What follows belongs to an exercise in optimizing a design on an open flow for small area; a production flow would make more cautious choices. Where RTL was checked, it was by simulation tests only, not by an equivalence proof against the original.

run a:
==> flow/design.v <==
`default_nettype none
module rotate_points_about_centroid_core #(
  parameter int MaxVertices = 64
) (
  input  wire logic               clk,
  input  wire logic               rst,
  input  wire logic               cfg_we,
  input  wire logic               cfg_idx,
  input  wire logic [15:0]        cfg_data,
  input  wire logic               in_valid,
  output logic                    in_stall,
  input  wire logic signed [15:0] x_in,
  input  wire logic signed [15:0] y_in,
  input  wire logic               last_in,
  output logic                    out_valid,
  input  wire logic               out_stall,
  output logic signed [21:0]      x_out,
  output logic signed [21:0]      y_out,
  output logic                    last_out,
  output logic                    overflow
);
  typedef enum logic [3:0] {
    S_LOAD0, S_LOAD, S_SUMW, S_SUM, S_CHK, S_DIV, S_STORE, S_WAIT, S_RUN
  } st_t;
  st_t               st;
  logic [63:0][31:0] ring;
  logic [5:0]        ph;
  logic [6:0]        cnt;
  logic              dropped;
  logic [15:0]       cos_r, sin_r;
  logic [33:0]       P;
  logic [15:0]       mx, my;
  logic              sx, sy;
  logic [21:0]       y_q;
  logic              axis, neg, r, ov;
  logic full, acc, wr;
  assign full = cnt[6];
  always_comb begin
    in_stall = 1'b1;
    if (st == S_LOAD0) in_stall = 1'b0;
    else if (st == S_LOAD) in_stall = !(full || ph == cnt[5:0]);
  end
  assign acc = in_valid && !in_stall;
  assign wr = acc && (st == S_LOAD0 || !full);
  logic start, skip;
  assign start = (st == S_WAIT) && !ov && (ph == 6'd2);
  assign skip = (st == S_STORE) && axis;
  always_ff @(posedge clk) begin
    ring <= {ring[62:0], wr ? {y_in, x_in} : ring[63]};
    if (st == S_LOAD0 && acc) ph <= 6'd1;
    else ph <= ph + {4'd0, skip, !start && !skip};
  end
  always_ff @(posedge clk) begin
    if (rst) begin
      cos_r <= 16'sd16384;
      sin_r <= '0;
    end else if (cfg_we) begin
      if (cfg_idx) sin_r <= cfg_data;
      else cos_r <= cfg_data;
    end
  end
  logic [3:0]  t;
  logic [1:0]  u;
  logic [15:0] xtap, ytap;
  assign t = ph[5:2];
  assign u = ph[1:0];
  for (genvar k = 0; k < 16; k++) begin : g_tap
    assign xtap[k] = ring[4*k+1][15-k];
    assign ytap[k] = ring[4*k+2][31-k];
  end
  logic xb, yb, cxb, cyb, cdb, top;
  assign top = (t == 4'd0);
  assign xb = xtap[t];
  assign yb = ytap[t];
  assign cxb = mx[4'd15 - t] ^ sx;
  assign cyb = my[4'd15 - t] ^ sy;
  assign cdb = r ? cxb : cyb;
  logic [15:0] src;
  logic [11:0] dsub;
  logic        inv, cin, shl;
  logic [33:0] sum, opv;
  assign opv = {{18{src[15]}}, src} ^ {34{inv}};
  logic [33:0] pa, ob;
  logic [24:0] cy;
  assign pa = shl ? {P[32:0], 1'b0} : P;
  assign ob = {opv[33:22] | dsub, opv[21:0]};
  assign cy[0] = cin;
  for (genvar k = 0; k < 24; k++) begin : g_fa
    assign sum[k] = pa[k] ^ ob[k] ^ cy[k];
    assign cy[k+1] = (pa[k] & ob[k]) | (pa[k] & cy[k]) | (ob[k] & cy[k]);
  end
  assign sum[33:24] = pa[33:24] + ob[33:24] + 10'(cy[24]);
  logic ge;
  assign ge = P[27:21] >= cnt;
  logic [23:0] q24;
  logic [21:0] satq;
  assign q24 = P[33:10];
  assign satq = (q24[23:21] == 3'b000 || q24[23:21] == 3'b111) ? q24[21:0]
              : {q24[23], {21{~q24[23]}}};
  logic svalid;
  assign svalid = {1'b0, ph} < cnt;
  always_comb begin
    src = '0;
    inv = 1'b0;
    cin = 1'b0;
    shl = 1'b0;
    dsub = '0;
    if (st == S_DIV) begin
      shl = 1'b1;
      if (ge) begin
        dsub = -{5'd0, cnt};
        src = 16'd1;
      end
    end else if (st == S_SUM) begin
      if (svalid) begin
        src = axis ? ring[63][31:16] : ring[63][15:0];
        inv = neg;
      end
    end else if (st == S_RUN) begin
      unique case (u)
        2'd1: begin
          src = {1'b0, cdb, 13'd0, (t == 4'd6)};
          shl = 1'b1;
        end
        2'd2: begin
          src = r ? cos_r : sin_r;
          if (xb == cxb) src = '0;
          else begin
            inv = ~xb ^ top;
            cin = inv;
          end
        end
        2'd3: begin
          src = r ? sin_r : cos_r;
          if (yb == cyb) src = '0;
          else begin
            inv = ~yb ^ top ^ r;
            cin = inv;
          end
        end
        default: ;
      endcase
    end
  end
  logic pload, pbit;
  always_comb begin
    pload = 1'b0;
    pbit = 1'b0;
    if (st == S_LOAD0 || st == S_LOAD || st == S_STORE) pload = 1'b1;
    else if (st == S_CHK) pload = P[33];
    else if (start) begin
      pload = 1'b1;
      pbit = my[15] ^ sy;
    end else if (st == S_RUN && !r && ph == 6'd1) begin
      pload = 1'b1;
      pbit = mx[15] ^ sx;
    end
  end
  always_ff @(posedge clk) begin
    if (pload) P <= {{20{pbit}}, 14'd0};
    else P <= sum;   
  end
  always_ff @(posedge clk) begin
    if (st == S_RUN && !r && ph == 6'd1) y_q <= satq;
  end
  always_ff @(posedge clk) begin
    if (rst) begin
      st <= S_LOAD0;
      ov <= 1'b0;
    end else begin
      unique case (st)
        S_LOAD0: begin
          if (acc) begin
            cnt <= 7'd1;
            dropped <= 1'b0;
            axis <= 1'b0;
            neg <= 1'b0;
            st <= last_in ? S_SUMW : S_LOAD;
          end
        end
        S_LOAD: begin
          if (acc) begin
            if (full) dropped <= 1'b1;
            else cnt <= cnt + 7'd1;
            if (last_in) st <= S_SUMW;
          end
        end
        S_SUMW: if (ph == 6'd63) st <= S_SUM;
        S_SUM: if (ph == 6'd63) st <= S_CHK;
        S_CHK: begin
          if (!neg && P[33]) begin
            neg <= 1'b1;
            st <= S_SUMW;
          end else begin
            if (axis) sy <= neg && !P[33];
            else sx <= neg && !P[33];
            st <= S_DIV;
          end
        end
        S_DIV: if (ph == 6'd22) st <= S_STORE;
        S_STORE: begin
          neg <= 1'b0;
          axis <= 1'b1;
          if (!axis) begin
            mx <= P[15:0];
            st <= S_SUMW;
          end else begin
            my <= P[15:0];
            st <= S_WAIT;
          end
        end
        S_WAIT: begin
          if (ov) begin
            if (!out_stall) begin
              ov <= 1'b0;
              cnt <= cnt - 7'd1;
              if (cnt == 7'd1) st <= S_LOAD0;
            end
          end else if (start) begin
            r <= 1'b0;
            st <= S_RUN;
          end
        end
        S_RUN: begin
          if (ph == 6'd1) r <= 1'b1;
          if (r && ph == 6'd63) begin
            ov <= 1'b1;
            st <= S_WAIT;
          end
        end
        default: st <= S_LOAD0;
      endcase
    end
  end
  assign out_valid = ov;
  assign x_out = satq;
  assign y_out = y_q;
  assign last_out = (cnt == 7'd1);
  assign overflow = dropped;
endmodule
`default_nettype wire
==> flow/config.mk <==
export PLATFORM = sky130hd
export DESIGN_NAME = rotate_points_about_centroid_core
export DESIGN_NICKNAME = rotate_points_about_centroid_core
export VERILOG_FILES = /design/flow/design.v
export SDC_FILE = /design/flow/constraint.sdc
export NUM_CORES = 4
export LEC_CHECK = 0
export CAP_MARGIN = 20
export CORE_MARGIN = 2
export CORE_UTILIZATION = 60
export SLEW_MARGIN = 20
==> flow/constraint.sdc <==
create_clock -name core_clock -period 12.0 [get_ports {clk}]
set_input_delay 2.4000 -clock core_clock [delete_from_list [all_inputs] [get_ports {clk}]]
set_output_delay 2.4000 -clock core_clock [all_outputs]
set_load 0.01 [all_outputs]
standard.sh (not shown) runs the stock make flow with config.mk's settings and CLKGATE_MAP_FILE= SYNTH_SCRIPT=/design/flow/synth_recipe.tcl, a recipe that flattens the netlist after the stock synthesis.
==> flow/flow/run.sh <==
#!/bin/bash
# Standard ORFS layout (the standard.sh), with two changes to how the layout is made:
#  - clock tree synthesis without dummy loads, from clkbuf_8 buffers in larger clusters;
#  - port buffers made of buf_1 cells.
set -euo pipefail
export CTS_ARGS="-sink_clustering_enable -repair_clock_nets -dont_use_dummy_load -buf_list sky130_fd_sc_hd__clkbuf_8 -sink_clustering_size 20 -sink_clustering_max_diameter 50"
export BUFFER_PORTS_ARGS="-buffer_cell sky130_fd_sc_hd__buf_1"
bash standard.sh > standard.log 2>&1
Run a -> stages 100% | layout checks FAIL | setup timing
The inputs of run b differ from those of run a as listed below.
--- a/flow/design.v
+++ b/flow/design.v
@@ -78,23 +78,21 @@
   logic [15:0] src;
   logic [11:0] dsub;
   logic        inv, cin, shl;
   logic [33:0] sum, opv;
   assign opv = {{18{src[15]}}, src} ^ {34{inv}};
   logic [33:0] pa, ob;
-  logic [24:0] cy;
+  logic [16:0] cy;
   assign pa = shl ? {P[32:0], 1'b0} : P;
   assign ob = {opv[33:22] | dsub, opv[21:0]};
   assign cy[0] = cin;
-  for (genvar k = 0; k < 24; k++) begin : g_fa
+  for (genvar k = 0; k < 16; k++) begin : g_fa
     assign sum[k] = pa[k] ^ ob[k] ^ cy[k];
     assign cy[k+1] = (pa[k] & ob[k]) | (pa[k] & cy[k]) | (ob[k] & cy[k]);
   end
-  assign sum[33:24] = pa[33:24] + ob[33:24] + 10'(cy[24]);
-  logic ge;
-  assign ge = P[27:21] >= cnt;
+  assign sum[33:16] = pa[33:16] + ob[33:16] + 18'(cy[16]);
   logic [23:0] q24;
   logic [21:0] satq;
   assign q24 = P[33:10];
   assign satq = (q24[23:21] == 3'b000 || q24[23:21] == 3'b111) ? q24[21:0]
               : {q24[23], {21{~q24[23]}}};
   logic svalid;
@@ -104,16 +102,14 @@
     inv = 1'b0;
     cin = 1'b0;
     shl = 1'b0;
     dsub = '0;
     if (st == S_DIV) begin
       shl = 1'b1;
-      if (ge) begin
-        dsub = -{5'd0, cnt};
-        src = 16'd1;
-      end
+      dsub = P[33] ? {5'd0, cnt} : -{5'd0, cnt};
+      src = {15'd0, !P[33]};
     end else if (st == S_SUM) begin
       if (svalid) begin
         src = axis ? ring[63][31:16] : ring[63][15:0];
         inv = neg;
       end
     end else if (st == S_RUN) begin
@@ -199,16 +195,16 @@
         end
         S_DIV: if (ph == 6'd22) st <= S_STORE;
         S_STORE: begin
           neg <= 1'b0;
           axis <= 1'b1;
           if (!axis) begin
-            mx <= P[15:0];
+            mx <= {P[14:0], !P[33]};
             st <= S_SUMW;
           end else begin
-            my <= P[15:0];
+            my <= {P[14:0], !P[33]};
             st <= S_WAIT;
           end
         end
         S_WAIT: begin
           if (ov) begin
             if (!out_stall) begin
[summary]
- Status: die area parity (run b, run a)
- Run b vs run a: number of combinational gates with multiple inputs down in run b
- Run a -> run b: number of unique standard cell types used by synthesis decreased by a few percent
- Per the comparison of run b with run a, fraction of registers with async set or reset after synthesis barely changed; pin slew with the least headroom to its limit dropped 44 ps.
- The flow did not stop early for run b: all stages ran, and the layout cleared the timing, DRC and antenna checks.
- Against run a as the reference, run b delivers a lower combinational power.
- In run b, the portion of the layout cell area used by non-clock buffers came out 1.3 points below the value in run a.
For run a, only the layout was checked, not whether the RTL still works.

==> re-timing with driven ports <==
The results above use ideal ports. As a check the final layouts listed here were re-extracted and re-timed, cells and wires unchanged.
Step 1 (the two cells are an assumption about what drives the block):
set clk [get_ports {clk}]
set_driving_cell -lib_cell sky130_fd_sc_hd__clkbuf_16 $clk
set_driving_cell -lib_cell sky130_fd_sc_hd__buf_2 [delete_from_list [all_inputs] $clk]
Step 2 adds t to the input delays and takes it off the output delays; t is the mean of the earliest and latest rising clock arrival at the registers after step 1. Input paths then give back, and output paths get back, about the clock's delay inside the block.
Three values: no drivers, after step 1, after step 2; two values: the first two.
run | t, ns | setup slack, ns | worst setup path after step 2 | cell pins on the clock port's net
run a | 0.809 | -0.830 / -0.830 / -0.830 | register to register | 1
run b | 0.823 | 0.498 / 0.498 / 0.498 | register to register | 1
